What follows belongs to an exercise in optimizing a design on an open flow for small area; a production flow would make more cautious choices. No functional check of the RTL was part of any run shown here. Power and IR drop assume default switching activity.

$ cat flow/run.sh
#!/bin/bash
# synth_recipe.tcl (not shown) runs the flow's synth.tcl, then flattens the netlist and writes it again
# the make line also repeats each setting of config.mk as NAME=value (left out here)
make -C /OpenROAD-flow-scripts/flow DESIGN_CONFIG=/design/flow/config.mk WORK_HOME=/design/flow/orfs CLKGATE_MAP_FILE= SYNTH_SCRIPT=/design/flow/synth_recipe.tcl finish
$ cat flow/config.mk
export PLATFORM = sky130hd
export DESIGN_NAME = valu_top
export DESIGN_NICKNAME = valu_top
export VERILOG_FILES = /design/flow/design.v
export SDC_FILE = /design/flow/constraint.sdc
export NUM_CORES = 4
export LEC_CHECK = 0
export ABC_AREA = 1
export CAP_MARGIN = 20
export CORE_MARGIN = 2
export CORE_UTILIZATION = 40
export CTS_BUF_LIST = sky130_fd_sc_hd__clkbuf_4 sky130_fd_sc_hd__clkbuf_8
export SLEW_MARGIN = 20
$ cat flow/constraint.sdc
create_clock -name core_clock -period 7.0 [get_ports {clk}]
set_input_delay 1.4000 -clock core_clock [delete_from_list [all_inputs] [get_ports {clk}]]
set_output_delay 1.4000 -clock core_clock [all_outputs]
set_load 0.01 [all_outputs]
$ cat flow/design.v
package valu_op_pkg;
  typedef enum logic [2:0] {
    VOP_MUL    = 3'b000,
    VOP_MULA   = 3'b001,
    VOP_MULTAC = 3'b010,
    VOP_ADD    = 3'b011,
    VOP_SUB    = 3'b100,
    VOP_ADDAC  = 3'b101,
    VOP_MTAC   = 3'b110
  } vop_e;
  localparam logic [2:0] VOP_ILLEGAL_CODE = 3'b111;
endpackage
package valu_ctrl_pkg;
  typedef enum logic {
    MODE_FULL = 1'b0,
    MODE_HALF = 1'b1
  } elem_mode_e;
  typedef enum logic [1:0] {
    ADDEND_ZERO  = 2'd0,
    ADDEND_B     = 2'd1,
    ADDEND_ACCUM = 2'd2
  } addend_sel_e;
  typedef struct packed {
    elem_mode_e  mode;
    addend_sel_e addend_sel;
    logic        negate_b;
  } add_ctrl_t;
  typedef struct packed {
    elem_mode_e mode;
    logic       saturate;
    logic       save_to_accum;
  } round_ctrl_t;
endpackage
import valu_op_pkg::*;
module valu_decode (
  input  logic [2:0] in_op,
  output logic       is_mul,
  output logic       add_b,
  output logic       neg_b,
  output logic       use_acc,
  output logic       save
);
  assign is_mul  = (in_op == VOP_MUL) || (in_op == VOP_MULA) || (in_op == VOP_MULTAC);
  assign add_b   = (in_op == VOP_ADD) || (in_op == VOP_SUB);
  assign neg_b   = (in_op == VOP_SUB);
  assign use_acc = (in_op == VOP_MULA) || (in_op == VOP_ADDAC);
  assign save    = (in_op == VOP_MULTAC) || (in_op == VOP_MTAC);
endmodule
module valu_mult (
  input  logic [15:0] a,
  input  logic [15:0] b,
  input  logic        half,
  input  logic        mul,
  input  logic        add_b,
  input  logic        neg_b,
  output logic [31:0] p
);
  wire n1 = b[7] & ~half;
  wire n2 = a[0] & ~half;
  wire n3 = a[1] & ~half;
  wire n4 = a[2] & ~half;
  wire n5 = a[3] & ~half;
  wire n6 = a[4] & ~half;
  wire n7 = a[5] & ~half;
  wire n8 = a[6] & ~half;
  wire n9 = a[7] & ~half;
  wire n10 = a[8] & ~half;
  wire n11 = a[9] & ~half;
  wire n12 = a[10] & ~half;
  wire n13 = a[11] & ~half;
  wire n14 = a[12] & ~half;
  wire n15 = a[13] & ~half;
  wire n16 = a[14] & ~half;
  wire n17 = a[15] & ~half;
  wire n18 = half ? a[7] : a[8];
  wire n19 = ~half;
  wire n20 = mul ? (b[0] ^ 1'b0) : 1'b1;
  wire n21 = mul & ((b[1] & ~b[0] & ~1'b0) | (~b[1] & b[0] & 1'b0));
  wire n22 = mul & b[1];
  wire n23 = n22 ^ half;
  wire n24 = n22 & ~half;
  wire n25 = ((a[0] & n20) | (1'b0 & n21)) ^ n22;
  wire n26 = ((a[1] & n20) | (a[0] & n21)) ^ n22;
  wire n27 = ((a[2] & n20) | (a[1] & n21)) ^ n22;
  wire n28 = ((a[3] & n20) | (a[2] & n21)) ^ n22;
  wire n29 = ((a[4] & n20) | (a[3] & n21)) ^ n22;
  wire n30 = ((a[5] & n20) | (a[4] & n21)) ^ n22;
  wire n31 = ((a[6] & n20) | (a[5] & n21)) ^ n22;
  wire n32 = ((a[7] & n20) | (a[6] & n21)) ^ n22;
  wire n33 = ((n18 & n20) | (a[7] & n21)) ^ n23;
  wire n34 = ((n11 & n20) | (n10 & n21)) ^ n24;
  wire n35 = ((n12 & n20) | (n11 & n21)) ^ n24;
  wire n36 = ((n13 & n20) | (n12 & n21)) ^ n24;
  wire n37 = ((n14 & n20) | (n13 & n21)) ^ n24;
  wire n38 = ((n15 & n20) | (n14 & n21)) ^ n24;
  wire n39 = ((n16 & n20) | (n15 & n21)) ^ n24;
  wire n40 = ((n17 & n20) | (n16 & n21)) ^ n24;
  wire n41 = ~(((n17 & n20) | (n17 & n21)) ^ n24);
  wire n42 = mul & (b[2] ^ b[1]);
  wire n43 = mul & ((b[3] & ~b[2] & ~b[1]) | (~b[3] & b[2] & b[1]));
  wire n44 = mul & b[3];
  wire n45 = n44 ^ half;
  wire n46 = n44 & ~half;
  wire n47 = ((a[0] & n42) | (1'b0 & n43)) ^ n44;
  wire n48 = ((a[1] & n42) | (a[0] & n43)) ^ n44;
  wire n49 = ((a[2] & n42) | (a[1] & n43)) ^ n44;
  wire n50 = ((a[3] & n42) | (a[2] & n43)) ^ n44;
  wire n51 = ((a[4] & n42) | (a[3] & n43)) ^ n44;
  wire n52 = ((a[5] & n42) | (a[4] & n43)) ^ n44;
  wire n53 = ((a[6] & n42) | (a[5] & n43)) ^ n44;
  wire n54 = ((a[7] & n42) | (a[6] & n43)) ^ n44;
  wire n55 = ((n18 & n42) | (a[7] & n43)) ^ n45;
  wire n56 = ((n11 & n42) | (n10 & n43)) ^ n46;
  wire n57 = ((n12 & n42) | (n11 & n43)) ^ n46;
  wire n58 = ((n13 & n42) | (n12 & n43)) ^ n46;
  wire n59 = ((n14 & n42) | (n13 & n43)) ^ n46;
  wire n60 = ((n15 & n42) | (n14 & n43)) ^ n46;
  wire n61 = ((n16 & n42) | (n15 & n43)) ^ n46;
  wire n62 = ((n17 & n42) | (n16 & n43)) ^ n46;
  wire n63 = ~(((n17 & n42) | (n17 & n43)) ^ n46);
  wire n64 = mul & (b[4] ^ b[3]);
  wire n65 = mul & ((b[5] & ~b[4] & ~b[3]) | (~b[5] & b[4] & b[3]));
  wire n66 = mul & b[5];
  wire n67 = n66 ^ half;
  wire n68 = n66 & ~half;
  wire n69 = ((a[0] & n64) | (1'b0 & n65)) ^ n66;
  wire n70 = ((a[1] & n64) | (a[0] & n65)) ^ n66;
  wire n71 = ((a[2] & n64) | (a[1] & n65)) ^ n66;
  wire n72 = ((a[3] & n64) | (a[2] & n65)) ^ n66;
  wire n73 = ((a[4] & n64) | (a[3] & n65)) ^ n66;
  wire n74 = ((a[5] & n64) | (a[4] & n65)) ^ n66;
  wire n75 = ((a[6] & n64) | (a[5] & n65)) ^ n66;
  wire n76 = ((a[7] & n64) | (a[6] & n65)) ^ n66;
  wire n77 = ((n18 & n64) | (a[7] & n65)) ^ n67;
  wire n78 = ((n11 & n64) | (n10 & n65)) ^ n68;
  wire n79 = ((n12 & n64) | (n11 & n65)) ^ n68;
  wire n80 = ((n13 & n64) | (n12 & n65)) ^ n68;
  wire n81 = ((n14 & n64) | (n13 & n65)) ^ n68;
  wire n82 = ((n15 & n64) | (n14 & n65)) ^ n68;
  wire n83 = ((n16 & n64) | (n15 & n65)) ^ n68;
  wire n84 = ((n17 & n64) | (n16 & n65)) ^ n68;
  wire n85 = ~(((n17 & n64) | (n17 & n65)) ^ n68);
  wire n86 = mul & (b[6] ^ b[5]);
  wire n87 = mul & ((b[7] & ~b[6] & ~b[5]) | (~b[7] & b[6] & b[5]));
  wire n88 = mul & b[7];
  wire n89 = n88 ^ half;
  wire n90 = n88 & ~half;
  wire n91 = ((a[0] & n86) | (1'b0 & n87)) ^ n88;
  wire n92 = ((a[1] & n86) | (a[0] & n87)) ^ n88;
  wire n93 = ((a[2] & n86) | (a[1] & n87)) ^ n88;
  wire n94 = ((a[3] & n86) | (a[2] & n87)) ^ n88;
  wire n95 = ((a[4] & n86) | (a[3] & n87)) ^ n88;
  wire n96 = ((a[5] & n86) | (a[4] & n87)) ^ n88;
  wire n97 = ((a[6] & n86) | (a[5] & n87)) ^ n88;
  wire n98 = ((a[7] & n86) | (a[6] & n87)) ^ n88;
  wire n99 = ((n18 & n86) | (a[7] & n87)) ^ n89;
  wire n100 = ((n11 & n86) | (n10 & n87)) ^ n90;
  wire n101 = ((n12 & n86) | (n11 & n87)) ^ n90;
  wire n102 = ((n13 & n86) | (n12 & n87)) ^ n90;
  wire n103 = ((n14 & n86) | (n13 & n87)) ^ n90;
  wire n104 = ((n15 & n86) | (n14 & n87)) ^ n90;
  wire n105 = ((n16 & n86) | (n15 & n87)) ^ n90;
  wire n106 = ((n17 & n86) | (n16 & n87)) ^ n90;
  wire n107 = ~(((n17 & n86) | (n17 & n87)) ^ n90);
  wire n108 = mul ? (b[8] ^ n1) : half;
  wire n109 = mul & ((b[9] & ~b[8] & ~n1) | (~b[9] & b[8] & n1));
  wire n110 = mul & b[9];
  wire n111 = n110 & ~half;
  wire n112 = n110 & half;
  wire n113 = ((n2 & n108) | (1'b0 & n109)) ^ n111;
  wire n114 = ((n3 & n108) | (n2 & n109)) ^ n111;
  wire n115 = ((n4 & n108) | (n3 & n109)) ^ n111;
  wire n116 = ((n5 & n108) | (n4 & n109)) ^ n111;
  wire n117 = ((n6 & n108) | (n5 & n109)) ^ n111;
  wire n118 = ((n7 & n108) | (n6 & n109)) ^ n111;
  wire n119 = ((n8 & n108) | (n7 & n109)) ^ n111;
  wire n120 = ((n9 & n108) | (n8 & n109)) ^ n111;
  wire n121 = ((a[8] & n108) | (n9 & n109)) ^ n110;
  wire n122 = ((a[9] & n108) | (a[8] & n109)) ^ n110;
  wire n123 = ((a[10] & n108) | (a[9] & n109)) ^ n110;
  wire n124 = ((a[11] & n108) | (a[10] & n109)) ^ n110;
  wire n125 = ((a[12] & n108) | (a[11] & n109)) ^ n110;
  wire n126 = ((a[13] & n108) | (a[12] & n109)) ^ n110;
  wire n127 = ((a[14] & n108) | (a[13] & n109)) ^ n110;
  wire n128 = ((a[15] & n108) | (a[14] & n109)) ^ n110;
  wire n129 = ~(((a[15] & n108) | (a[15] & n109)) ^ n110);
  wire n130 = mul & (b[10] ^ b[9]);
  wire n131 = mul & ((b[11] & ~b[10] & ~b[9]) | (~b[11] & b[10] & b[9]));
  wire n132 = mul & b[11];
  wire n133 = n132 & ~half;
  wire n134 = n132 & half;
  wire n135 = ((n2 & n130) | (1'b0 & n131)) ^ n133;
  wire n136 = ((n3 & n130) | (n2 & n131)) ^ n133;
  wire n137 = ((n4 & n130) | (n3 & n131)) ^ n133;
  wire n138 = ((n5 & n130) | (n4 & n131)) ^ n133;
  wire n139 = ((n6 & n130) | (n5 & n131)) ^ n133;
  wire n140 = ((n7 & n130) | (n6 & n131)) ^ n133;
  wire n141 = ((n8 & n130) | (n7 & n131)) ^ n133;
  wire n142 = ((n9 & n130) | (n8 & n131)) ^ n133;
  wire n143 = ((a[8] & n130) | (n9 & n131)) ^ n132;
  wire n144 = ((a[9] & n130) | (a[8] & n131)) ^ n132;
  wire n145 = ((a[10] & n130) | (a[9] & n131)) ^ n132;
  wire n146 = ((a[11] & n130) | (a[10] & n131)) ^ n132;
  wire n147 = ((a[12] & n130) | (a[11] & n131)) ^ n132;
  wire n148 = ((a[13] & n130) | (a[12] & n131)) ^ n132;
  wire n149 = ((a[14] & n130) | (a[13] & n131)) ^ n132;
  wire n150 = ((a[15] & n130) | (a[14] & n131)) ^ n132;
  wire n151 = ~(((a[15] & n130) | (a[15] & n131)) ^ n132);
  wire n152 = mul & (b[12] ^ b[11]);
  wire n153 = mul & ((b[13] & ~b[12] & ~b[11]) | (~b[13] & b[12] & b[11]));
  wire n154 = mul & b[13];
  wire n155 = n154 & ~half;
  wire n156 = n154 & half;
  wire n157 = ((n2 & n152) | (1'b0 & n153)) ^ n155;
  wire n158 = ((n3 & n152) | (n2 & n153)) ^ n155;
  wire n159 = ((n4 & n152) | (n3 & n153)) ^ n155;
  wire n160 = ((n5 & n152) | (n4 & n153)) ^ n155;
  wire n161 = ((n6 & n152) | (n5 & n153)) ^ n155;
  wire n162 = ((n7 & n152) | (n6 & n153)) ^ n155;
  wire n163 = ((n8 & n152) | (n7 & n153)) ^ n155;
  wire n164 = ((n9 & n152) | (n8 & n153)) ^ n155;
  wire n165 = ((a[8] & n152) | (n9 & n153)) ^ n154;
  wire n166 = ((a[9] & n152) | (a[8] & n153)) ^ n154;
  wire n167 = ((a[10] & n152) | (a[9] & n153)) ^ n154;
  wire n168 = ((a[11] & n152) | (a[10] & n153)) ^ n154;
  wire n169 = ((a[12] & n152) | (a[11] & n153)) ^ n154;
  wire n170 = ((a[13] & n152) | (a[12] & n153)) ^ n154;
  wire n171 = ((a[14] & n152) | (a[13] & n153)) ^ n154;
  wire n172 = ((a[15] & n152) | (a[14] & n153)) ^ n154;
  wire n173 = ~(((a[15] & n152) | (a[15] & n153)) ^ n154);
  wire n174 = mul & (b[14] ^ b[13]);
  wire n175 = mul & ((b[15] & ~b[14] & ~b[13]) | (~b[15] & b[14] & b[13]));
  wire n176 = mul & b[15];
  wire n177 = n176 & ~half;
  wire n178 = n176 & half;
  wire n179 = ((n2 & n174) | (1'b0 & n175)) ^ n177;
  wire n180 = ((n3 & n174) | (n2 & n175)) ^ n177;
  wire n181 = ((n4 & n174) | (n3 & n175)) ^ n177;
  wire n182 = ((n5 & n174) | (n4 & n175)) ^ n177;
  wire n183 = ((n6 & n174) | (n5 & n175)) ^ n177;
  wire n184 = ((n7 & n174) | (n6 & n175)) ^ n177;
  wire n185 = ((n8 & n174) | (n7 & n175)) ^ n177;
  wire n186 = ((n9 & n174) | (n8 & n175)) ^ n177;
  wire n187 = ((a[8] & n174) | (n9 & n175)) ^ n176;
  wire n188 = ((a[9] & n174) | (a[8] & n175)) ^ n176;
  wire n189 = ((a[10] & n174) | (a[9] & n175)) ^ n176;
  wire n190 = ((a[11] & n174) | (a[10] & n175)) ^ n176;
  wire n191 = ((a[12] & n174) | (a[11] & n175)) ^ n176;
  wire n192 = ((a[13] & n174) | (a[12] & n175)) ^ n176;
  wire n193 = ((a[14] & n174) | (a[13] & n175)) ^ n176;
  wire n194 = ((a[15] & n174) | (a[14] & n175)) ^ n176;
  wire n195 = ~(((a[15] & n174) | (a[15] & n175)) ^ n176);
  wire n196 = add_b & (b[0] ^ neg_b);
  wire n197 = add_b & (b[1] ^ neg_b);
  wire n198 = add_b & (b[2] ^ neg_b);
  wire n199 = add_b & (b[3] ^ neg_b);
  wire n200 = add_b & (b[4] ^ neg_b);
  wire n201 = add_b & (b[5] ^ neg_b);
  wire n202 = add_b & (b[6] ^ neg_b);
  wire n203 = add_b & (b[7] ^ neg_b);
  wire n204 = add_b & ((half ? b[7] : b[8]) ^ neg_b);
  wire n205 = add_b & (b[9] ^ neg_b);
  wire n206 = add_b & (b[10] ^ neg_b);
  wire n207 = add_b & (b[11] ^ neg_b);
  wire n208 = add_b & (b[12] ^ neg_b);
  wire n209 = add_b & (b[13] ^ neg_b);
  wire n210 = add_b & (b[14] ^ neg_b);
  wire n211 = add_b & (b[15] ^ neg_b);
  wire n212 = add_b & ((half ? b[8] : b[15]) ^ neg_b);
  wire n213 = add_b & (b[9] ^ neg_b);
  wire n214 = add_b & (b[10] ^ neg_b);
  wire n215 = add_b & (b[11] ^ neg_b);
  wire n216 = add_b & (b[12] ^ neg_b);
  wire n217 = add_b & (b[13] ^ neg_b);
  wire n218 = add_b & (b[14] ^ neg_b);
  wire n219 = add_b & (b[15] ^ neg_b);
  wire n220 = add_b & (b[15] ^ neg_b);
  wire n221 = neg_b & half;
  wire n222 = neg_b ^ n22 ^ n196;
  wire n223 = (neg_b & n22) | (neg_b & n196) | (n22 & n196);
  wire n224 = n197 ^ n26 ^ n223;
  wire n225 = (n197 & n26) | (n197 & n223) | (n26 & n223);
  wire n226 = n44 ^ n198 ^ n27;
  wire n227 = (n44 & n198) | (n44 & n27) | (n198 & n27);
  wire n228 = n47 ^ n226 ^ n225;
  wire n229 = (n47 & n226) | (n47 & n225) | (n226 & n225);
  wire n230 = n199 ^ n28 ^ n48;
  wire n231 = (n199 & n28) | (n199 & n48) | (n28 & n48);
  wire n232 = n227 ^ n230 ^ n229;
  wire n233 = (n227 & n230) | (n227 & n229) | (n230 & n229);
  wire n234 = n66 ^ n200 ^ n29;
  wire n235 = (n66 & n200) | (n66 & n29) | (n200 & n29);
  wire n236 = n49 ^ n69 ^ n231;
  wire n237 = (n49 & n69) | (n49 & n231) | (n69 & n231);
  wire n238 = n234 ^ n236 ^ n233;
  wire n239 = (n234 & n236) | (n234 & n233) | (n236 & n233);
  wire n240 = n201 ^ n30 ^ n50;
  wire n241 = (n201 & n30) | (n201 & n50) | (n30 & n50);
  wire n242 = n70 ^ n235 ^ n240;
  wire n243 = (n70 & n235) | (n70 & n240) | (n235 & n240);
  wire n244 = n237 ^ n242 ^ n239;
  wire n245 = (n237 & n242) | (n237 & n239) | (n242 & n239);
  wire n246 = n88 ^ n202 ^ n31;
  wire n247 = (n88 & n202) | (n88 & n31) | (n202 & n31);
  wire n248 = n51 ^ n71 ^ n91;
  wire n249 = (n51 & n71) | (n51 & n91) | (n71 & n91);
  wire n250 = n241 ^ n246 ^ n248;
  wire n251 = (n241 & n246) | (n241 & n248) | (n246 & n248);
  wire n252 = n243 ^ n250 ^ n245;
  wire n253 = (n243 & n250) | (n243 & n245) | (n250 & n245);
  wire n254 = n203 ^ n32 ^ n52;
  wire n255 = (n203 & n32) | (n203 & n52) | (n32 & n52);
  wire n256 = n72 ^ n92 ^ n247;
  wire n257 = (n72 & n92) | (n72 & n247) | (n92 & n247);
  wire n258 = n249 ^ n254 ^ n251;
  wire n259 = (n249 & n254) | (n249 & n251) | (n254 & n251);
  wire n260 = n256 ^ n258 ^ n253;
  wire n261 = (n256 & n258) | (n256 & n253) | (n258 & n253);
  wire n262 = half ^ n111 ^ n204;
  wire n263 = (half & n111) | (half & n204) | (n111 & n204);
  wire n264 = n53 ^ n73 ^ n93;
  wire n265 = (n53 & n73) | (n53 & n93) | (n73 & n93);
  wire n266 = n33 ^ n113 ^ n262;
  wire n267 = (n33 & n113) | (n33 & n262) | (n113 & n262);
  wire n268 = n255 ^ n264 ^ n266;
  wire n269 = (n255 & n264) | (n255 & n266) | (n264 & n266);
  wire n270 = n257 ^ n268 ^ n259;
  wire n271 = (n257 & n268) | (n257 & n259) | (n268 & n259);
  wire n272 = half ^ n205 ^ n54;
  wire n273 = (half & n205) | (half & n54) | (n205 & n54);
  wire n274 = n74 ^ n94 ^ n34;
  wire n275 = (n74 & n94) | (n74 & n34) | (n94 & n34);
  wire n276 = n114 ^ n263 ^ n265;
  wire n277 = (n114 & n263) | (n114 & n265) | (n263 & n265);
  wire n278 = n272 ^ n274 ^ n267;
  wire n279 = (n272 & n274) | (n272 & n267) | (n274 & n267);
  wire n280 = n276 ^ n269 ^ n278;
  wire n281 = (n276 & n269) | (n276 & n278) | (n269 & n278);
  wire n282 = n133 ^ n206 ^ n75;
  wire n283 = (n133 & n206) | (n133 & n75) | (n206 & n75);
  wire n284 = n95 ^ n35 ^ n55;
  wire n285 = (n95 & n35) | (n95 & n55) | (n35 & n55);
  wire n286 = n115 ^ n135 ^ n273;
  wire n287 = (n115 & n135) | (n115 & n273) | (n135 & n273);
  wire n288 = n275 ^ n282 ^ n284;
  wire n289 = (n275 & n282) | (n275 & n284) | (n282 & n284);
  wire n290 = n277 ^ n286 ^ n279;
  wire n291 = (n277 & n286) | (n277 & n279) | (n286 & n279);
  wire n292 = n288 ^ n290 ^ n281;
  wire n293 = (n288 & n290) | (n288 & n281) | (n290 & n281);
  wire n294 = half ^ n207 ^ n76;
  wire n295 = (half & n207) | (half & n76) | (n207 & n76);
  wire n296 = n96 ^ n36 ^ n56;
  wire n297 = (n96 & n36) | (n96 & n56) | (n36 & n56);
  wire n298 = n116 ^ n136 ^ n283;
  wire n299 = (n116 & n136) | (n116 & n283) | (n136 & n283);
  wire n300 = n285 ^ n294 ^ n296;
  wire n301 = (n285 & n294) | (n285 & n296) | (n294 & n296);
  wire n302 = n287 ^ n298 ^ n289;
  wire n303 = (n287 & n298) | (n287 & n289) | (n298 & n289);
  wire n304 = n300 ^ n291 ^ n302;
  wire n305 = (n300 & n291) | (n300 & n302) | (n291 & n302);
  wire n306 = n155 ^ n208 ^ n97;
  wire n307 = (n155 & n208) | (n155 & n97) | (n208 & n97);
  wire n308 = n37 ^ n57 ^ n77;
  wire n309 = (n37 & n57) | (n37 & n77) | (n57 & n77);
  wire n310 = n117 ^ n137 ^ n157;
  wire n311 = (n117 & n137) | (n117 & n157) | (n137 & n157);
  wire n312 = n295 ^ n297 ^ n306;
  wire n313 = (n295 & n297) | (n295 & n306) | (n297 & n306);
  wire n314 = n308 ^ n310 ^ n299;
  wire n315 = (n308 & n310) | (n308 & n299) | (n310 & n299);
  wire n316 = n301 ^ n312 ^ n314;
  wire n317 = (n301 & n312) | (n301 & n314) | (n312 & n314);
  wire n318 = n303 ^ n316 ^ n305;
  wire n319 = (n303 & n316) | (n303 & n305) | (n316 & n305);
  wire n320 = half ^ n209 ^ n98;
  wire n321 = (half & n209) | (half & n98) | (n209 & n98);
  wire n322 = n38 ^ n58 ^ n78;
  wire n323 = (n38 & n58) | (n38 & n78) | (n58 & n78);
  wire n324 = n118 ^ n138 ^ n158;
  wire n325 = (n118 & n138) | (n118 & n158) | (n138 & n158);
  wire n326 = n307 ^ n309 ^ n311;
  wire n327 = (n307 & n309) | (n307 & n311) | (n309 & n311);
  wire n328 = n320 ^ n322 ^ n324;
  wire n329 = (n320 & n322) | (n320 & n324) | (n322 & n324);
  wire n330 = n313 ^ n326 ^ n328;
  wire n331 = (n313 & n326) | (n313 & n328) | (n326 & n328);
  wire n332 = n315 ^ n330 ^ n317;
  wire n333 = (n315 & n330) | (n315 & n317) | (n330 & n317);
  wire n334 = n177 ^ n210 ^ n39;
  wire n335 = (n177 & n210) | (n177 & n39) | (n210 & n39);
  wire n336 = n59 ^ n79 ^ n99;
  wire n337 = (n59 & n79) | (n59 & n99) | (n79 & n99);
  wire n338 = n119 ^ n139 ^ n159;
  wire n339 = (n119 & n139) | (n119 & n159) | (n139 & n159);
  wire n340 = n179 ^ n321 ^ n323;
  wire n341 = (n179 & n321) | (n179 & n323) | (n321 & n323);
  wire n342 = n325 ^ n334 ^ n336;
  wire n343 = (n325 & n334) | (n325 & n336) | (n334 & n336);
  wire n344 = n338 ^ n327 ^ n329;
  wire n345 = (n338 & n327) | (n338 & n329) | (n327 & n329);
  wire n346 = n340 ^ n342 ^ n331;
  wire n347 = (n340 & n342) | (n340 & n331) | (n342 & n331);
  wire n348 = n344 ^ n346 ^ n333;
  wire n349 = (n344 & n346) | (n344 & n333) | (n346 & n333);
  wire n350 = half ^ n211 ^ n40;
  wire n351 = (half & n211) | (half & n40) | (n211 & n40);
  wire n352 = n351 & ~half;
  wire n353 = n60 ^ n80 ^ n100;
  wire n354 = (n60 & n80) | (n60 & n100) | (n80 & n100);
  wire n355 = n354 & ~half;
  wire n356 = n120 ^ n140 ^ n160;
  wire n357 = (n120 & n140) | (n120 & n160) | (n140 & n160);
  wire n358 = n357 & ~half;
  wire n359 = n180 ^ n335 ^ n337;
  wire n360 = (n180 & n335) | (n180 & n337) | (n335 & n337);
  wire n361 = n360 & ~half;
  wire n362 = n339 ^ n350 ^ n353;
  wire n363 = (n339 & n350) | (n339 & n353) | (n350 & n353);
  wire n364 = n363 & ~half;
  wire n365 = n356 ^ n341 ^ n343;
  wire n366 = (n356 & n341) | (n356 & n343) | (n341 & n343);
  wire n367 = n366 & ~half;
  wire n368 = n359 ^ n362 ^ n345;
  wire n369 = (n359 & n362) | (n359 & n345) | (n362 & n345);
  wire n370 = n369 & ~half;
  wire n371 = n365 ^ n347 ^ n368;
  wire n372 = (n365 & n347) | (n365 & n368) | (n347 & n368);
  wire n373 = n372 & ~half;
  wire n374 = 1'b1 ^ n221 ^ n112;
  wire n375 = (1'b1 & n221) | (1'b1 & n112) | (n221 & n112);
  wire n376 = n212 ^ n41 ^ n61;
  wire n377 = (n212 & n41) | (n212 & n61) | (n41 & n61);
  wire n378 = n81 ^ n101 ^ n121;
  wire n379 = (n81 & n101) | (n81 & n121) | (n101 & n121);
  wire n380 = n141 ^ n161 ^ n181;
  wire n381 = (n141 & n161) | (n141 & n181) | (n161 & n181);
  wire n382 = n374 ^ n376 ^ n378;
  wire n383 = (n374 & n376) | (n374 & n378) | (n376 & n378);
  wire n384 = n380 ^ n352 ^ n355;
  wire n385 = (n380 & n352) | (n380 & n355) | (n352 & n355);
  wire n386 = n358 ^ n382 ^ n361;
  wire n387 = (n358 & n382) | (n358 & n361) | (n382 & n361);
  wire n388 = n364 ^ n384 ^ n386;
  wire n389 = (n364 & n384) | (n364 & n386) | (n384 & n386);
  wire n390 = n367 ^ n370 ^ n388;
  wire n391 = (n367 & n370) | (n367 & n388) | (n370 & n388);
  wire n392 = 1'b1 ^ n213 ^ n122;
  wire n393 = (1'b1 & n213) | (1'b1 & n122) | (n213 & n122);
  wire n394 = n375 ^ n62 ^ n82;
  wire n395 = (n375 & n62) | (n375 & n82) | (n62 & n82);
  wire n396 = n102 ^ n142 ^ n162;
  wire n397 = (n102 & n142) | (n102 & n162) | (n142 & n162);
  wire n398 = n182 ^ n377 ^ n379;
  wire n399 = (n182 & n377) | (n182 & n379) | (n377 & n379);
  wire n400 = n381 ^ n392 ^ n394;
  wire n401 = (n381 & n392) | (n381 & n394) | (n392 & n394);
  wire n402 = n396 ^ n383 ^ n398;
  wire n403 = (n396 & n383) | (n396 & n398) | (n383 & n398);
  wire n404 = n400 ^ n385 ^ n402;
  wire n405 = (n400 & n385) | (n400 & n402) | (n385 & n402);
  wire n406 = n387 ^ n404 ^ n389;
  wire n407 = (n387 & n404) | (n387 & n389) | (n404 & n389);
  wire n408 = n134 ^ n214 ^ n123;
  wire n409 = (n134 & n214) | (n134 & n123) | (n214 & n123);
  wire n410 = n63 ^ n83 ^ n103;
  wire n411 = (n63 & n83) | (n63 & n103) | (n83 & n103);
  wire n412 = n143 ^ n163 ^ n183;
  wire n413 = (n143 & n163) | (n143 & n183) | (n163 & n183);
  wire n414 = n393 ^ n395 ^ n397;
  wire n415 = (n393 & n395) | (n393 & n397) | (n395 & n397);
  wire n416 = n408 ^ n410 ^ n412;
  wire n417 = (n408 & n410) | (n408 & n412) | (n410 & n412);
  wire n418 = n399 ^ n401 ^ n414;
  wire n419 = (n399 & n401) | (n399 & n414) | (n401 & n414);
  wire n420 = n416 ^ n403 ^ n418;
  wire n421 = (n416 & n403) | (n416 & n418) | (n403 & n418);
  wire n422 = n405 ^ n420 ^ n407;
  wire n423 = (n405 & n420) | (n405 & n407) | (n420 & n407);
  wire n424 = 1'b1 ^ n215 ^ n124;
  wire n425 = (1'b1 & n215) | (1'b1 & n124) | (n215 & n124);
  wire n426 = n144 ^ n84 ^ n104;
  wire n427 = (n144 & n84) | (n144 & n104) | (n84 & n104);
  wire n428 = n164 ^ n184 ^ n409;
  wire n429 = (n164 & n184) | (n164 & n409) | (n184 & n409);
  wire n430 = n411 ^ n413 ^ n424;
  wire n431 = (n411 & n413) | (n411 & n424) | (n413 & n424);
  wire n432 = n426 ^ n415 ^ n428;
  wire n433 = (n426 & n415) | (n426 & n428) | (n415 & n428);
  wire n434 = n417 ^ n430 ^ n419;
  wire n435 = (n417 & n430) | (n417 & n419) | (n430 & n419);
  wire n436 = n432 ^ n421 ^ n434;
  wire n437 = (n432 & n421) | (n432 & n434) | (n421 & n434);
  wire n438 = n156 ^ n216 ^ n125;
  wire n439 = (n156 & n216) | (n156 & n125) | (n216 & n125);
  wire n440 = n145 ^ n85 ^ n105;
  wire n441 = (n145 & n85) | (n145 & n105) | (n85 & n105);
  wire n442 = n165 ^ n185 ^ n425;
  wire n443 = (n165 & n185) | (n165 & n425) | (n185 & n425);
  wire n444 = n427 ^ n438 ^ n440;
  wire n445 = (n427 & n438) | (n427 & n440) | (n438 & n440);
  wire n446 = n429 ^ n431 ^ n442;
  wire n447 = (n429 & n431) | (n429 & n442) | (n431 & n442);
  wire n448 = n444 ^ n433 ^ n446;
  wire n449 = (n444 & n433) | (n444 & n446) | (n433 & n446);
  wire n450 = n435 ^ n448 ^ n437;
  wire n451 = (n435 & n448) | (n435 & n437) | (n448 & n437);
  wire n452 = 1'b1 ^ n217 ^ n126;
  wire n453 = (1'b1 & n217) | (1'b1 & n126) | (n217 & n126);
  wire n454 = n146 ^ n166 ^ n106;
  wire n455 = (n146 & n166) | (n146 & n106) | (n166 & n106);
  wire n456 = n186 ^ n439 ^ n441;
  wire n457 = (n186 & n439) | (n186 & n441) | (n439 & n441);
  wire n458 = n452 ^ n454 ^ n443;
  wire n459 = (n452 & n454) | (n452 & n443) | (n454 & n443);
  wire n460 = n445 ^ n456 ^ n447;
  wire n461 = (n445 & n456) | (n445 & n447) | (n456 & n447);
  wire n462 = n458 ^ n460 ^ n449;
  wire n463 = (n458 & n460) | (n458 & n449) | (n460 & n449);
  wire n464 = n178 ^ n218 ^ n127;
  wire n465 = (n178 & n218) | (n178 & n127) | (n218 & n127);
  wire n466 = n147 ^ n167 ^ n107;
  wire n467 = (n147 & n167) | (n147 & n107) | (n167 & n107);
  wire n468 = n187 ^ n453 ^ n455;
  wire n469 = (n187 & n453) | (n187 & n455) | (n453 & n455);
  wire n470 = n464 ^ n466 ^ n457;
  wire n471 = (n464 & n466) | (n464 & n457) | (n466 & n457);
  wire n472 = n468 ^ n459 ^ n470;
  wire n473 = (n468 & n459) | (n468 & n470) | (n459 & n470);
  wire n474 = n461 ^ n472 ^ n463;
  wire n475 = (n461 & n472) | (n461 & n463) | (n472 & n463);
  wire n476 = 1'b1 ^ n219 ^ n128;
  wire n477 = (1'b1 & n219) | (1'b1 & n128) | (n219 & n128);
  wire n478 = n148 ^ n168 ^ n188;
  wire n479 = (n148 & n168) | (n148 & n188) | (n168 & n188);
  wire n480 = n465 ^ n467 ^ n476;
  wire n481 = (n465 & n467) | (n465 & n476) | (n467 & n476);
  wire n482 = n478 ^ n469 ^ n480;
  wire n483 = (n478 & n469) | (n478 & n480) | (n469 & n480);
  wire n484 = n471 ^ n482 ^ n473;
  wire n485 = (n471 & n482) | (n471 & n473) | (n482 & n473);
  wire n486 = n220 ^ n129 ^ n149;
  wire n487 = (n220 & n129) | (n220 & n149) | (n129 & n149);
  wire n488 = n169 ^ n189 ^ n477;
  wire n489 = (n169 & n189) | (n169 & n477) | (n189 & n477);
  wire n490 = n479 ^ n486 ^ n481;
  wire n491 = (n479 & n486) | (n479 & n481) | (n486 & n481);
  wire n492 = n488 ^ n483 ^ n490;
  wire n493 = (n488 & n483) | (n488 & n490) | (n483 & n490);
  wire n494 = 1'b1 ^ n150 ^ n170;
  wire n495 = (1'b1 & n150) | (1'b1 & n170) | (n150 & n170);
  wire n496 = n190 ^ n487 ^ n494;
  wire n497 = (n190 & n487) | (n190 & n494) | (n487 & n494);
  wire n498 = n489 ^ n496 ^ n491;
  wire n499 = (n489 & n496) | (n489 & n491) | (n496 & n491);
  wire n500 = n151 ^ n171 ^ n191;
  wire n501 = (n151 & n171) | (n151 & n191) | (n171 & n191);
  wire n502 = n495 ^ n500 ^ n497;
  wire n503 = (n495 & n500) | (n495 & n497) | (n500 & n497);
  wire n504 = 1'b1 ^ n172 ^ n192;
  wire n505 = (1'b1 & n172) | (1'b1 & n192) | (n172 & n192);
  wire n506 = n501 ^ n504 ^ n503;
  wire n507 = (n501 & n504) | (n501 & n503) | (n504 & n503);
  wire n508 = n173 ^ n193 ^ n505;
  wire n509 = (n173 & n193) | (n173 & n505) | (n193 & n505);
  wire n510 = 1'b1 ^ n194 ^ n509;
  wire n511 = (1'b1 & n194) | (1'b1 & n509) | (n194 & n509);
  wire n512 = n25 ^ n222;
  wire n513 = n25 & n222;
  wire n514 = n224 ^ n513;
  wire n515 = n224 & n513;
  wire n516 = n228 ^ n515;
  wire n517 = n228 & n515;
  wire n518 = n232 ^ n517;
  wire n519 = n232 & n517;
  wire n520 = n238 ^ n519;
  wire n521 = n238 & n519;
  wire n522 = n244 ^ n521;
  wire n523 = n244 & n521;
  wire n524 = n252 & 1'b0;
  wire n525 = n252 ^ 1'b0;
  wire n526 = n260 & 1'b0;
  wire n527 = n260 ^ 1'b0;
  wire n528 = n261 & n270;
  wire n529 = n261 ^ n270;
  wire n530 = n271 & n280;
  wire n531 = n271 ^ n280;
  wire n532 = n292 & 1'b0;
  wire n533 = n292 ^ 1'b0;
  wire n534 = n293 & n304;
  wire n535 = n293 ^ n304;
  wire n536 = n318 & 1'b0;
  wire n537 = n318 ^ 1'b0;
  wire n538 = n319 & n332;
  wire n539 = n319 ^ n332;
  wire n540 = n348 & 1'b0;
  wire n541 = n348 ^ 1'b0;
  wire n542 = n349 & n371;
  wire n543 = n349 ^ n371;
  wire n544 = n542 & ~half;
  wire n545 = n543 & ~half;
  wire n546 = n373 & n390;
  wire n547 = n373 ^ n390;
  wire n548 = n391 & n406;
  wire n549 = n391 ^ n406;
  wire n550 = n422 & 1'b0;
  wire n551 = n422 ^ 1'b0;
  wire n552 = n423 & n436;
  wire n553 = n423 ^ n436;
  wire n554 = n450 & 1'b0;
  wire n555 = n450 ^ 1'b0;
  wire n556 = n451 & n462;
  wire n557 = n451 ^ n462;
  wire n558 = n474 & 1'b0;
  wire n559 = n474 ^ 1'b0;
  wire n560 = n475 & n484;
  wire n561 = n475 ^ n484;
  wire n562 = n485 & n492;
  wire n563 = n485 ^ n492;
  wire n564 = n493 & n498;
  wire n565 = n493 ^ n498;
  wire n566 = n499 & n502;
  wire n567 = n499 ^ n502;
  wire n568 = n506 & 1'b0;
  wire n569 = n506 ^ 1'b0;
  wire n570 = n507 & n508;
  wire n571 = n507 ^ n508;
  wire n572 = n510 & 1'b0;
  wire n573 = n510 ^ 1'b0;
  wire n574 = n195 & n511;
  wire n575 = n195 ^ n511;
  wire n576 = 1'b1 & 1'b0;
  wire n577 = 1'b1 ^ 1'b0;
  wire n578 = n524 | (n525 & n523);
  wire n579 = n526 | (n527 & n578);
  wire n580 = n527 & n525;
  wire n581 = n530 | (n531 & n528);
  wire n582 = n531 & n529;
  wire n583 = n534 | (n535 & n532);
  wire n584 = n535 & n533;
  wire n585 = n538 | (n539 & n536);
  wire n586 = n539 & n537;
  wire n587 = n544 | (n545 & n540);
  wire n588 = n545 & n541;
  wire n589 = n548 | (n549 & n546);
  wire n590 = n549 & n547;
  wire n591 = n552 | (n553 & n550);
  wire n592 = n553 & n551;
  wire n593 = n556 | (n557 & n554);
  wire n594 = n557 & n555;
  wire n595 = n560 | (n561 & n558);
  wire n596 = n561 & n559;
  wire n597 = n564 | (n565 & n562);
  wire n598 = n565 & n563;
  wire n599 = n568 | (n569 & n566);
  wire n600 = n569 & n567;
  wire n601 = n572 | (n573 & n570);
  wire n602 = n573 & n571;
  wire n603 = n576 | (n577 & n574);
  wire n604 = n577 & n575;
  wire n605 = n528 | (n529 & n579);
  wire n606 = n529 & n580;
  wire n607 = n581 | (n582 & n579);
  wire n608 = n582 & n580;
  wire n609 = n536 | (n537 & n583);
  wire n610 = n537 & n584;
  wire n611 = n585 | (n586 & n583);
  wire n612 = n586 & n584;
  wire n613 = n546 | (n547 & n587);
  wire n614 = n547 & n588;
  wire n615 = n589 | (n590 & n587);
  wire n616 = n590 & n588;
  wire n617 = n554 | (n555 & n591);
  wire n618 = n555 & n592;
  wire n619 = n593 | (n594 & n591);
  wire n620 = n594 & n592;
  wire n621 = n562 | (n563 & n595);
  wire n622 = n563 & n596;
  wire n623 = n597 | (n598 & n595);
  wire n624 = n598 & n596;
  wire n625 = n570 | (n571 & n599);
  wire n626 = n571 & n600;
  wire n627 = n601 | (n602 & n599);
  wire n628 = n602 & n600;
  wire n629 = n532 | (n533 & n607);
  wire n630 = n533 & n608;
  wire n631 = n583 | (n584 & n607);
  wire n632 = n584 & n608;
  wire n633 = n609 | (n610 & n607);
  wire n634 = n610 & n608;
  wire n635 = n611 | (n612 & n607);
  wire n636 = n612 & n608;
  wire n637 = n550 | (n551 & n615);
  wire n638 = n551 & n616;
  wire n639 = n591 | (n592 & n615);
  wire n640 = n592 & n616;
  wire n641 = n617 | (n618 & n615);
  wire n642 = n618 & n616;
  wire n643 = n619 | (n620 & n615);
  wire n644 = n620 & n616;
  wire n645 = n566 | (n567 & n623);
  wire n646 = n567 & n624;
  wire n647 = n599 | (n600 & n623);
  wire n648 = n600 & n624;
  wire n649 = n625 | (n626 & n623);
  wire n650 = n626 & n624;
  wire n651 = n627 | (n628 & n623);
  wire n652 = n628 & n624;
  wire n653 = n540 | (n541 & n635);
  wire n654 = n541 & n636;
  wire n655 = n587 | (n588 & n635);
  wire n656 = n588 & n636;
  wire n657 = n613 | (n614 & n635);
  wire n658 = n614 & n636;
  wire n659 = n615 | (n616 & n635);
  wire n660 = n616 & n636;
  wire n661 = n637 | (n638 & n635);
  wire n662 = n638 & n636;
  wire n663 = n639 | (n640 & n635);
  wire n664 = n640 & n636;
  wire n665 = n641 | (n642 & n635);
  wire n666 = n642 & n636;
  wire n667 = n643 | (n644 & n635);
  wire n668 = n644 & n636;
  wire n669 = n574 | (n575 & n651);
  wire n670 = n575 & n652;
  wire n671 = n603 | (n604 & n651);
  wire n672 = n604 & n652;
  wire n673 = n558 | (n559 & n667);
  wire n674 = n559 & n668;
  wire n675 = n595 | (n596 & n667);
  wire n676 = n596 & n668;
  wire n677 = n621 | (n622 & n667);
  wire n678 = n622 & n668;
  wire n679 = n623 | (n624 & n667);
  wire n680 = n624 & n668;
  wire n681 = n645 | (n646 & n667);
  wire n682 = n646 & n668;
  wire n683 = n647 | (n648 & n667);
  wire n684 = n648 & n668;
  wire n685 = n649 | (n650 & n667);
  wire n686 = n650 & n668;
  wire n687 = n651 | (n652 & n667);
  wire n688 = n652 & n668;
  wire n689 = n669 | (n670 & n667);
  wire n690 = n670 & n668;
  wire n691 = n671 | (n672 & n667);
  wire n692 = n672 & n668;
  wire n693 = n525 ^ n523;
  wire n694 = n527 ^ n578;
  wire n695 = n529 ^ n579;
  wire n696 = n531 ^ n605;
  wire n697 = n533 ^ n607;
  wire n698 = n535 ^ n629;
  wire n699 = n537 ^ n631;
  wire n700 = n539 ^ n633;
  wire n701 = n541 ^ n635;
  wire n702 = n543 ^ n653;
  wire n703 = n547 ^ n655;
  wire n704 = n549 ^ n657;
  wire n705 = n551 ^ n659;
  wire n706 = n553 ^ n661;
  wire n707 = n555 ^ n663;
  wire n708 = n557 ^ n665;
  wire n709 = n559 ^ n667;
  wire n710 = n561 ^ n673;
  wire n711 = n563 ^ n675;
  wire n712 = n565 ^ n677;
  wire n713 = n567 ^ n679;
  wire n714 = n569 ^ n681;
  wire n715 = n571 ^ n683;
  wire n716 = n573 ^ n685;
  wire n717 = n575 ^ n687;
  wire n718 = n577 ^ n689;
  assign p = {n718, n717, n716, n715, n714, n713, n712, n711, n710, n709, n708, n707, n706, n705, n704, n703, n702, n701, n700, n699, n698, n697, n696, n695, n694, n693, n522, n520, n518, n516, n514, n512};
endmodule
module valu_add (
  input  logic [15:0] a,
  input  logic [15:0] b,
  input  logic        half,
  input  logic        frac,
  input  logic        is_mul,
  input  logic        add_b,
  input  logic        neg_b,
  output logic [17:0] q
);
  logic [31:0] p;
  valu_mult valu_mult_i (.a, .b, .half, .mul(is_mul), .add_b, .neg_b, .p);
  logic shift;
  assign shift = is_mul && frac;
  always_comb begin
    for (int k = 0; k < 8; k++) begin
      if (shift) q[k] = half ? p[7+k] : p[15+k];
      else       q[k] = p[k];
      if (shift)     q[9+k] = p[23+k];
      else if (half) q[9+k] = p[16+k];
      else           q[9+k] = p[8+k];
    end
    if (!half)      q[8] = 1'b1;
    else if (shift) q[8] = p[15];
    else            q[8] = p[8];
    if (is_mul)     q[17] = p[31];
    else if (half)  q[17] = p[24];
    else            q[17] = p[16];
  end
endmodule
module valu_round (
  input  logic [17:0] q,
  input  logic [15:0] acc,
  input  logic        use_acc,
  input  logic        half,
  input  logic        frac,
  output logic [15:0] r
);
  logic [17:0] d;
  logic [17:0] s;
  logic [18:0] c;
  logic        sat_hi, sat_lo;
  assign d = {acc[15], acc[15:8], half & acc[7], acc[7:0]} & {18{use_acc}};
  assign c[0] = 1'b0;
  for (genvar i = 0; i < 18; i++) begin : g_bit
    assign s[i] = q[i] ^ d[i] ^ c[i];
    if (i != 8) begin : g_c
      assign c[i+1] = (q[i] & d[i]) | (q[i] & c[i]) | (d[i] & c[i]);
    end
  end
  logic [7:0] gg, pp;
  logic [3:0] g2, p2;
  logic [1:0] g4;
  assign gg = q[7:0] & d[7:0];
  assign pp = q[7:0] | d[7:0];
  for (genvar k = 0; k < 4; k++) begin : g_la2
    assign g2[k] = gg[2*k+1] | (pp[2*k+1] & gg[2*k]);
    assign p2[k] = pp[2*k+1] & pp[2*k];
  end
  assign g4[0] = g2[1] | (p2[1] & g2[0]);
  assign g4[1] = g2[3] | (p2[3] & g2[2]);
  assign c[9]  = ~half & (g4[1] | (p2[3] & p2[2] & g4[0]));
  assign sat_hi = frac && (s[17] != s[16]);
  assign sat_lo = frac && (s[8] != s[7]);
  always_comb begin
    r[15:8] = sat_hi ? {s[17], {7{~s[17]}}} : s[16:9];
    if (half) r[7:0] = sat_lo ? {s[8], {7{~s[8]}}} : s[7:0];
    else      r[7:0] = sat_hi ? {8{~s[17]}} : s[7:0];
  end
endmodule
import valu_op_pkg::*;
module valu_top (
  input  logic                   clk,
  input  logic                   reset,
  input  logic                   in_valid,
  input  valu_op_pkg::vop_e      in_op,
  input  logic                   in_frac,
  input  logic                   in_half,
  input  logic [(4 * 16)-1:0] in_a,
  input  logic [(4 * 16)-1:0] in_b,
  output logic                   result_valid,
  output logic [(4 * 16)-1:0] result
);
  logic [63:0]     a0, b0;
  logic            frac0, half0;
  logic            is_mul, add_b, neg_b, use_acc, save;
  logic            mul0, add_b0, neg_b0, use_acc0, save0;
  logic [4*18-1:0] q_next, q1;
  logic [63:0]     r_next, r2;
  logic [63:0]     acc;
  logic            v0, v1, v2;
  logic            frac1, half1, acc1, save1;
  valu_decode valu_decode_i (.in_op, .is_mul, .add_b, .neg_b, .use_acc, .save);
  for (genvar l = 0; l < 4; l++) begin : g_lane
    valu_add valu_add_i (
      .a(a0[16*l +: 16]), .b(b0[16*l +: 16]), .half(half0), .frac(frac0),
      .is_mul(mul0), .add_b(add_b0), .neg_b(neg_b0), .q(q_next[18*l +: 18])
    );
    valu_round valu_round_i (
      .q(q1[18*l +: 18]), .acc(acc[16*l +: 16]), .use_acc(acc1), .half(half1), .frac(frac1),
      .r(r_next[16*l +: 16])
    );
  end
  always_ff @(posedge clk or posedge reset) begin
    if (reset) begin
      v0           <= 1'b0;
      v1           <= 1'b0;
      v2           <= 1'b0;
      result_valid <= 1'b0;
      acc          <= '0;
    end else begin
      v0           <= in_valid;
      v1           <= v0;
      v2           <= v1;
      result_valid <= v2;
      if (v1 && save1) acc <= r_next;
    end
  end
  always_ff @(posedge clk) begin
    a0     <= in_a;
    b0     <= in_b;
    mul0     <= is_mul;
    add_b0   <= add_b;
    neg_b0   <= neg_b;
    use_acc0 <= use_acc;
    save0    <= save;
    frac0  <= in_frac;
    half0  <= in_half;
    q1     <= q_next;
    frac1  <= frac0;
    half1  <= half0;
    acc1   <= use_acc0;
    save1  <= save0;
    r2     <= r_next;
    result <= r2;
  end
endmodule
==> metrics.md, run 1 <==
| Metric | Value |
|---|---|
| Slew HR | `0.243` |
| Area of the multi-input gates | `30600 sq um` |
| Crit-path max FO | `15` |
| R2R depth | `25` |
| Initial antenna violation count | `6` |
| Worst-Skew Late Latency | `0.73 ns` |
| Most common cell after layout, fill and taps aside | `inv_1` |
| Core region area | `109000 sq um` |
| Die H | `335 microns` |
| CP startpoint | `mul0$_DFF_P_` |
| Port bufs | `200` |
| Worst Hold Class | `flop to flop` |
| Met3 usage | `0.0371` |
| Layout Skew | `0.0507 ns` |
| Die Wd | `335 microns` |
| Drt initial violations | `3234` |
| Gate Count Post-Synth | `5306` |
| Critical path launch point type | `flop` |
| TNS Setup | `0 ns` |
| GRT Overall Usage | `0.251` |
| F_max | `0.152 GHz` |
| Met1 usage | `0.354` |
| Final worst setup slack | `0.405 ns` |
| Clk slew on worst S/H paths | `0.06 ns` |
| Most frequent cells in the layout | `inv_1 (1030), nand2_1 (789), fa_1 (592)` |
| DR vias/cell | `5.22` |
| Remaining Overflow, GRT | `0` |
| Vias in the first global route | `36300` |
| Distinct cells, synth | `45` |
| CP Capture Point | `q1[34]$_DFF_P_` |
| DRC | `0` |
| Final Instance Count excl. Fillers | `7003` |
| Mapped Nets | `6238` |
| Cts repair resizes | `0` |
| Initial DRT Pass Iterations | `5` |
| GPL Wtd Cong | `0.963` |
| Tot Pwr | `21.0 mW` |
| DR vias | `36600` |
| Slew Limit Fails | `0` |
| Fin util | `0.457` |
| DIE AREA | `113000 sq um` |
| Rows | `121` |
| Wire per inst | `20.2 microns` |
| Hold buffers post-CTS | `0` |
| Crit end category | `flop` |
| #FFs+latches synth | `407` |
| Period utilization | `0.942` |
| Sequential cell area | `8500 sq um` |
| Crit path kind | `flop to flop` |
| CTS root buffer | `clkbuf_8` |
| RSZ-0062 raised after global routing | `no` |
| Post-route cell area | `49700 sq um` |
| Synthesized area per cell | `8.28 sq um` |
| Clock buffer depth | `3` |
| Final wirelength | `142000 microns` |
| CTS sink cnt | `407` |
| Hold_sp | `r2[60]$_DFF_P_` |
| CP required | `7.60 ns` |
| Layout cells sized above 1 | `0.0718` |
| Crit path DAT | `7.19 ns` |
| Final nets | `6459` |
| Met2 usage | `0.394` |
| RR Startpoint | `mul0$_DFF_P_` |
| Max-cap violations | `0` |
| Final setup violation count | `0` |
| Pre-CTS WS | `0.342 ns` |
| Yosys warns | `3` |
| First-pass GRT wire length | `217000 microns` |
| Syn-to-layout area delta | `13.1%` |
| Post-DP HPWL | `115000 microns` |
| Gr busiest metal | `met2` |
| Largest net degree at the start of global routing | `69` |
| VDD IR-drop max | `245 uV` |
| Top-level I/O count | `201` |
| DP Cell Count | `6863` |
| Cell area after placement | `48000 sq um` |
| Worst slew pin tran | `1.12 ns` |
| Power Dens Cells | `423 nW/um^2` |
| Depth of the CTS H-tree | `3` |
| Postcts setup bufs | `0` |
| Final hold vios | `0` |
| Cell area after synthesis | `43900 sq um` |
| Min cycle time layout | `6.60 ns` |
| Min Hold Slack | `0.326 ns` |
| R2r endpoint | `q1[34]$_DFF_P_` |
| Post-synthesis sequential area ratio | `0.193` |
| Filler cells | `10800` |
| Leakage | `24.4 nW` |
| Status | `no timing/DRC/antenna violations` |
| TritonCTS clock tree | `done` |
| Final ANT Viol Nets | `0` |
| Starting Density | `0.404` |
| Inserted Clock Buffers | `75` |
| R2R setup slack | `0.40 ns` |
## layer usage
| layer | up-vias | routed length, microns |
|---|---|---|
| li1 | 17100 | - |
| met1 | 17700 | 63000 |
| met2 | 1547 | 63300 |
| met3 | 269 | 10700 |
| met4 | 0 | 4690 |
| met5 | - | 0 |
## how the worst min path moves through the flow
| stage | end | cells after the start | slack (ns) |
|---|---|---|---|
| 6_report | result[60]$_DFF_P_ | 0 | 0.33 |
| 5_1_grt | result[10]$_DFF_P_ | 0 | 0.33 |
| 4_1_cts | result[46]$_DFF_P_ | 0 | 0.33 |
| 3_5_place_dp | result[62]$_DFF_P_ | 0 | 0.31 |
| 3_3_place_gp | acc1$_DFF_P_ | 0 | 0.31 |
| 2_1_floorplan | acc1$_DFF_P_ | 0 | 0.31 |
## worst max-delay path, stage by stage (launching register included)
cell and delay [ns]:
dfxtp_4 0.55, inv_4 0.20, nor3_1 0.63, inv_1 0.51
o22ai_1 0.32, xor2_1 0.11, fa_1 0.43, fa_1 0.55
fa_1 0.45, fa_1 0.42, fa_1 0.41, inv_1 0.08
fa_1 0.45, inv_1 0.12, nand2_1 0.08, nor2_1 0.12
inv_1 0.06, nor2_1 0.10, nand2_1 0.06, nand2_1 0.20
ha_1 0.20, xor2_1 0.18, nand2_1 0.07, nand2_1 0.06
nand2_1 0.04, o21ai_0 0.10
## synthesized netlist by cell type
master     count  area, sq um
buf_4          3         22.5
nor2_2         9         56.3
inv_2         24         90.1
nand2_4        5         56.3
nand2_2       25          156
inv_1       1032         3870
xor2_1       532         4660
a221oi_1       4         35.0
fa_1         592        11900
o21ai_0      191          956
clkbuf_1      93          349
or2_1          3         18.8
o211ai_1       4         30.0
nor3_2        19          190
o22ai_1      466         2920
a21oi_1      169          846
nand4_1        6         37.5
buf_6          5         56.3
dfrtp_1       68         1700
ha_1         204         2550
xnor2_1       59          517
nand3_1      152          761
o2111ai_1      1         8.76
o21a_1         1         7.51
nor2_1       233          875
nor4_1         7         43.8
a21boi_0       2         15.0
and2_1         3         18.8
nand2_1      792         2970
a21oi_2        5         43.8
nor3_1        20          100
o21ai_2        5         43.8
nor3_4         1         16.3
dfxtp_1      339         6790
inv_4          1         6.26
or2_2         30          188
buf_1         18         67.6
nor2_4         1         11.3
o31ai_1        3         22.5
a21o_1         8         60.1
clkinv_1      26         97.6
buf_2         66          330
o21bai_1      23          173
o21ai_1       17         85.1
a31oi_1       39          244
## report_power, final
part           switching [mW]  internal [mW]
logic                    8.98           5.68
clock network            1.10           1.46
registers               0.559           3.24
## sequential cells by signal, summed over array words and instances (netlist names), 64 cells and up
signal / cells
q1: 72
a0: 64
acc: 64
b0: 64
r2: 64
result: 64
## logic make-up after synthesis
kind of cell	Yosys count	share of synthesized area
AOI/OAI and AO/OA	938	0.125
xor gates and xnor gates	591	0.118
adders and majority gates	796	0.328
buffers and inverters	1268	0.111
DFF	407	0.193
and+or+nand+nor	1306	0.125
## final cells by class
| type | count | area share |
|---|---|---|
| inverter | 1083 | 0.0820 |
| sequential | 407 | 0.171 |
| clock buffer | 108 | 0.0281 |
| antenna | 3 | 0.000151 |
| timing repair buffer | 329 | 0.0617 |
| tap | 1414 | 0.0356 |
| clock inverter | 28 | 0.00614 |
| multi-input combinational | 3631 | 0.615 |
==> run 2: changes to the inputs <==
--- a/flow/design.v
+++ b/flow/design.v
@@ -859,18 +859,15 @@
   output logic [(4 * 16)-1:0] result
 );
-  logic [63:0]     a0, b0;
-  logic            frac0, half0;
   logic            is_mul, add_b, neg_b, use_acc, save;
-  logic            mul0, add_b0, neg_b0, use_acc0, save0;
   logic [4*18-1:0] q_next, q1;
-  logic [63:0]     r_next, r2;
+  logic [63:0]     r_next, r2, r3;
   logic [63:0]     acc;
-  logic            v0, v1, v2;
+  logic            v1, v2, v3;
   logic            frac1, half1, acc1, save1;
   valu_decode valu_decode_i (.in_op, .is_mul, .add_b, .neg_b, .use_acc, .save);
   for (genvar l = 0; l < 4; l++) begin : g_lane
     valu_add valu_add_i (
-      .a(a0[16*l +: 16]), .b(b0[16*l +: 16]), .half(half0), .frac(frac0),
-      .is_mul(mul0), .add_b(add_b0), .neg_b(neg_b0), .q(q_next[18*l +: 18])
+      .a(in_a[16*l +: 16]), .b(in_b[16*l +: 16]), .half(in_half), .frac(in_frac),
+      .is_mul, .add_b, .neg_b, .q(q_next[18*l +: 18])
     );
     valu_round valu_round_i (
@@ -881,34 +878,26 @@
   always_ff @(posedge clk or posedge reset) begin
     if (reset) begin
-      v0           <= 1'b0;
       v1           <= 1'b0;
       v2           <= 1'b0;
+      v3           <= 1'b0;
       result_valid <= 1'b0;
       acc          <= '0;
     end else begin
-      v0           <= in_valid;
-      v1           <= v0;
+      v1           <= in_valid;
       v2           <= v1;
-      result_valid <= v2;
+      v3           <= v2;
+      result_valid <= v3;
       if (v1 && save1) acc <= r_next;
     end
   end
   always_ff @(posedge clk) begin
-    a0     <= in_a;
-    b0     <= in_b;
-    mul0     <= is_mul;
-    add_b0   <= add_b;
-    neg_b0   <= neg_b;
-    use_acc0 <= use_acc;
-    save0    <= save;
-    frac0  <= in_frac;
-    half0  <= in_half;
     q1     <= q_next;
-    frac1  <= frac0;
-    half1  <= half0;
-    acc1   <= use_acc0;
-    save1  <= save0;
+    frac1  <= in_frac;
+    half1  <= in_half;
+    acc1   <= use_acc;
+    save1  <= save;
     r2     <= r_next;
-    result <= r2;
+    r3     <= r2;
+    result <= r3;
   end
 endmodule
==> metrics.md, run 2 <==
| Metric | Value |
|---|---|
| Post-synthesis sequential area ratio | `0.167 (-0.0259)` |
| Remaining Overflow, GRT | `0 (unchanged)` |
| Crit path DAT | `7.19 ns (about the same)` |
| Port bufs | `200 (unchanged)` |
| Most common cell after layout, fill and taps aside | `inv_1` |
| CP delay by family, top | `adder cells` |
| Synth Flop Type | `dfxtp_1` |
| Critical path launch point type | `primary input` |
| Worst Hold Class | `flop to flop` |
| Crit path top cell by count | `fa_1` |
| GRT Overall Usage | `0.253 (+0.00237)` |
| Clock share of power | `0.081 (-0.041)` |
| Post-route cell area | `53100 sq um (+6.8%)` |
| Die Wd | `329 microns (-1.9%)` |
| Clk slew on worst S/H paths | `0.06 ns (about the same)` |
| Final wirelength | `138000 microns (-2.8%)` |
| Clock buffer depth | `3 (unchanged)` |
| Inserted Clock Buffers | `53 (-29%)` |
| Crit-path max FO | `8 (-7)` |
| Core region area | `105000 sq um (-3.6%)` |
| Final nets | `6913 (+7.0%)` |
| Cell area after synthesis | `42300 sq um (-3.9%)` |
| Status | `no timing/DRC/antenna violations` |
| Area leader, netlist | `fa_1` |
| Wire per inst | `18.5 microns (-8.4%)` |
| Depth of the CTS H-tree | `2 (-1)` |
| VDD IR-drop max | `324 uV (+32%)` |
| F_max | `0.149 GHz (-1.7%)` |
| Async SR Flop Fraction | `0.202 (+0.0353)` |
| Initial DRT Pass Iterations | `5 (unchanged)` |
| Max FFs per register | `72 (unchanged)` |
| Sequential share of power | `0.143 (-0.038)` |
| Post-DP HPWL | `116000 microns (+1.7%)` |
| Initial antenna violation count | `5 (-1)` |
| Max-cap violations | `0 (unchanged)` |
| DR vias/cell | `5.02 (-3.8%)` |
| Gate Count Post-Synth | `5150 (-2.9%)` |
| Slew Limit Fails | `0 (unchanged)` |
| Worst path buffer plus inverter count | `9 (+4)` |
| Crit end category | `flop` |
| Filler cells | `10100 (-6.1%)` |
| Worst slew pin tran | `0.896 ns (-0.228 ns)` |
| Crit path kind | `primary input to flop` |
| Power Dens Cells | `462 nW/um^2 (+9.3%)` |
| Top-level I/O count | `201 (unchanged)` |
| Synth area leaders | `fa_1 (28%), dfxtp_1 (13%), xor2_1 (10%)` |
| Min cycle time layout | `6.71 ns (+0.117 ns)` |
| Post-synth EDFFs | `0 (unchanged)` |
| Vias in the first global route | `37500 (+3.4%)` |
| Largest net degree at the start of global routing | `81 (+17%)` |
| NetSw | `11.5 mW (+8.4%)` |
| Starting Density | `0.403 (-0.00121)` |
| Slew HR | `0.402 (+0.160)` |
| Final worst setup slack | `0.288 ns (-0.117 ns)` |
| Critical path's slowest cell | `fa_1` |
| Layout cells sized above 1 | `0.182 (+0.110)` |
| Pre-CTS WS | `-0.723 ns (-1.06 ns)` |
| Worst-Skew Late Latency | `0.62 ns (-0.11 ns)` |
| Drt initial violations | `2996 (-7.4%)` |
| Most common library cells after synthesis | `inv_1 (987), nand2_1 (802), fa_1 (588)` |
| Mapped Nets | `6074 (-2.6%)` |
| Cell area after placement | `51300 sq um (+7.1%)` |
| Final ANT Viol Nets | `0 (unchanged)` |
| Distinct cells, synth | `42 (-6.7%)` |
| GPL Wtd Cong | `0.978 (+1.5%)` |
| Syn-to-layout area delta | `25.6%` |
| CTS root buffer | `clkbuf_8` |
| Period utilization | `0.959 (+0.0167)` |
| First-pass GRT wire length | `214000 microns (-1.5%)` |
| Layout Skew | `0.0319 ns (-0.0189 ns)` |
| Leakage | `26.5 nW (+8.7%)` |
| Final setup violation count | `0 (unchanged)` |
| Switching part of the total | `0.471 (-0.0357)` |
| Largest reg by FF count | `q1` |
| DR vias | `37300 (+2.0%)` |
| Power Internal | `13.0 mW (+25%)` |
| DRC | `0 (unchanged)` |
| CP required | `7.48 ns (-0.12 ns)` |
| Comb power frac | `0.776 (+0.078)` |
| #FFs+latches synth | `336 (-17%)` |
| Die H | `329 microns (-1.9%)` |
| CTS sink cnt | `336 (-17%)` |
| DIE AREA | `108000 sq um (-3.8%)` |
| Synth top area share | `0.279 (+0.00892)` |
| Rows | `119 (-1.7%)` |
| Final hold vios | `0 (unchanged)` |
| Tot Pwr | `24.5 mW (+17%)` |
| CP max stage delay | `0.46 ns (-0.17 ns)` |
| Top-count cell post-synth | `inv_1` |
| Most frequent cells in the layout | `inv_1 (980), nand2_1 (790), buf_4 (736)` |
| Synthesized area per cell | `8.20 sq um (-0.95%)` |
| TritonCTS clock tree | `done` |
| Yosys warns | `3 (unchanged)` |
[run 2: cell count changes after synthesis, sizes merged, moves of 8 or more]
| cell | change |
|---|---|
| xnor2 | +40 |
| xor2 | -45 |
| inv | -27 |
| a21o | -8 |
| o21ai | -13 |
| dfxtp | -71 |
| nand2 | -12 |
| a21oi | -45 |
| o22ai | +16 |
[run 2: cell type report]
class / count / area [sq um] / share of cell area
repair inverters: 1 / 8.76 / 0.000165
clock inverters: 18 / 272 / 0.00512
repair buffers: 961 / 8010 / 0.151
inverters: 1055 / 4000 / 0.0754
well taps: 1391 / 1740 / 0.0328
multi-input cells: 3581 / 30900 / 0.583
clock buffers: 82 / 1040 / 0.0196
flip-flops and latches: 336 / 7070 / 0.133
diodes: 2 / 5.00 / 0.0000943
[run 2: final timing paths]
kind,start,to,slack (ns),cells past startpoint
max in group asynchronous,reset,acc[33]$_DFFE_PP0P_,4.84,3
min in group asynchronous,reset,result_valid$_DFF_PP0_,0.99,2
hold reg to reg,r2[35]$_DFF_P_,r3[35]$_DFF_P_,0.31,0
hold / removal,r2[35]$_DFF_P_,r3[35]$_DFF_P_,0.31,0
setup / recovery,in_op[0],q1[39]$_DFF_P_,0.29,32
setup reg to reg,acc1$_DFF_P_,acc[7]$_DFFE_PP0P_,0.40,22
[run 2: cells by family after synthesis]
logic type      after synthesis  share of synthesized area
xor+xnor                    586                      0.121
flops                       336                      0.167
simple gates               1300                      0.135
buf+inv                    1233                      0.112
compound gates              907                      0.126
fa+ha+maj                   788                      0.338
[run 2: layer usage]
metal	vias up	GRT usage	part of all wire
met5	-	0	0.000094
met4	2	0.0597	0.025
met3	174	0.0302	0.066
met2	1301	0.415	0.46
met1	17900	0.357	0.45
li1	17900	-	-
[run 2: what timing repair did]
item                       CTS  global route
pin swaps                    2            30
cloned                       0             2
setup buffers                0             7
hold buffers                 0             0
gates resized for setup      8            58
setup endpoints to repair   16            76
[run 2: power by group through the flow]
| stage | Sequential [mW] | Combinational (mW) | Clock, mW |
|---|---|---|---|
| 2_1_floorplan | 3.40 | 11.3 | 0 |
| 3_5_place_dp | 3.54 | 18.7 | 0 |
| 5_1_grt | 3.60 | 21.6 | 2.11 |
| 6_report | 3.51 | 19.0 | 1.98 |
| 4_1_cts | 3.51 | 18.8 | 2.02 |
| 3_3_place_gp | 3.53 | 18.4 | 0 |
[run 2: metrics by stage]
stage,cells,util,TNS (ns),hold slack [ns]
after floorplan,5150,-,0,0.310
after global placement,7315,0.489,-36.07,0.311
after detailed placement,7315,0.489,-39.51,0.312
after CTS,7415,0.502,-0.00159,0.294
after global routing,7426,0.505,-0.0469,0.303
final,7427,0.505,0,0.311

[afterwards: timing with drivers on the ports]
No port has a modelled driver above. Below, the same layouts with a new extraction and two added sets of constraints. Step 1 (the two cells are an assumption about what drives the block):
set clk [get_ports {clk}]
set_driving_cell -lib_cell sky130_fd_sc_hd__clkbuf_16 $clk
set_driving_cell -lib_cell sky130_fd_sc_hd__buf_2 [delete_from_list [all_inputs] $clk]
Step 2 moves the port delays by t, midway between the first and last clock arrival at a register: inputs arrive t later, outputs are due t later. That takes back most of the time a late clock gives input paths. a / b / c = no drivers / after step 1 / after step 2; a / b = the first two.
run | t (ns) | setup slack, ns | clock arrival spread, ns | worst register clock-pin slew, ns | worst slew at a driven data input, ns
run 1 | 0.773 | 0.405 / 0.405 / 0.405 | 0.053 / 0.054 | 0.07 / 0.07 | 0.06
run 2 | 0.665 | 0.288 / 0.325 / -0.341 | 0.039 / 0.039 | 0.08 / 0.08 | 0.05
With both steps, setup timing fails in run 2, where it was met with ideal ports. For run 2, which loses most, drivers alone change the setup slack by +0.037 ns; drivers and shift together by -0.629 ns.
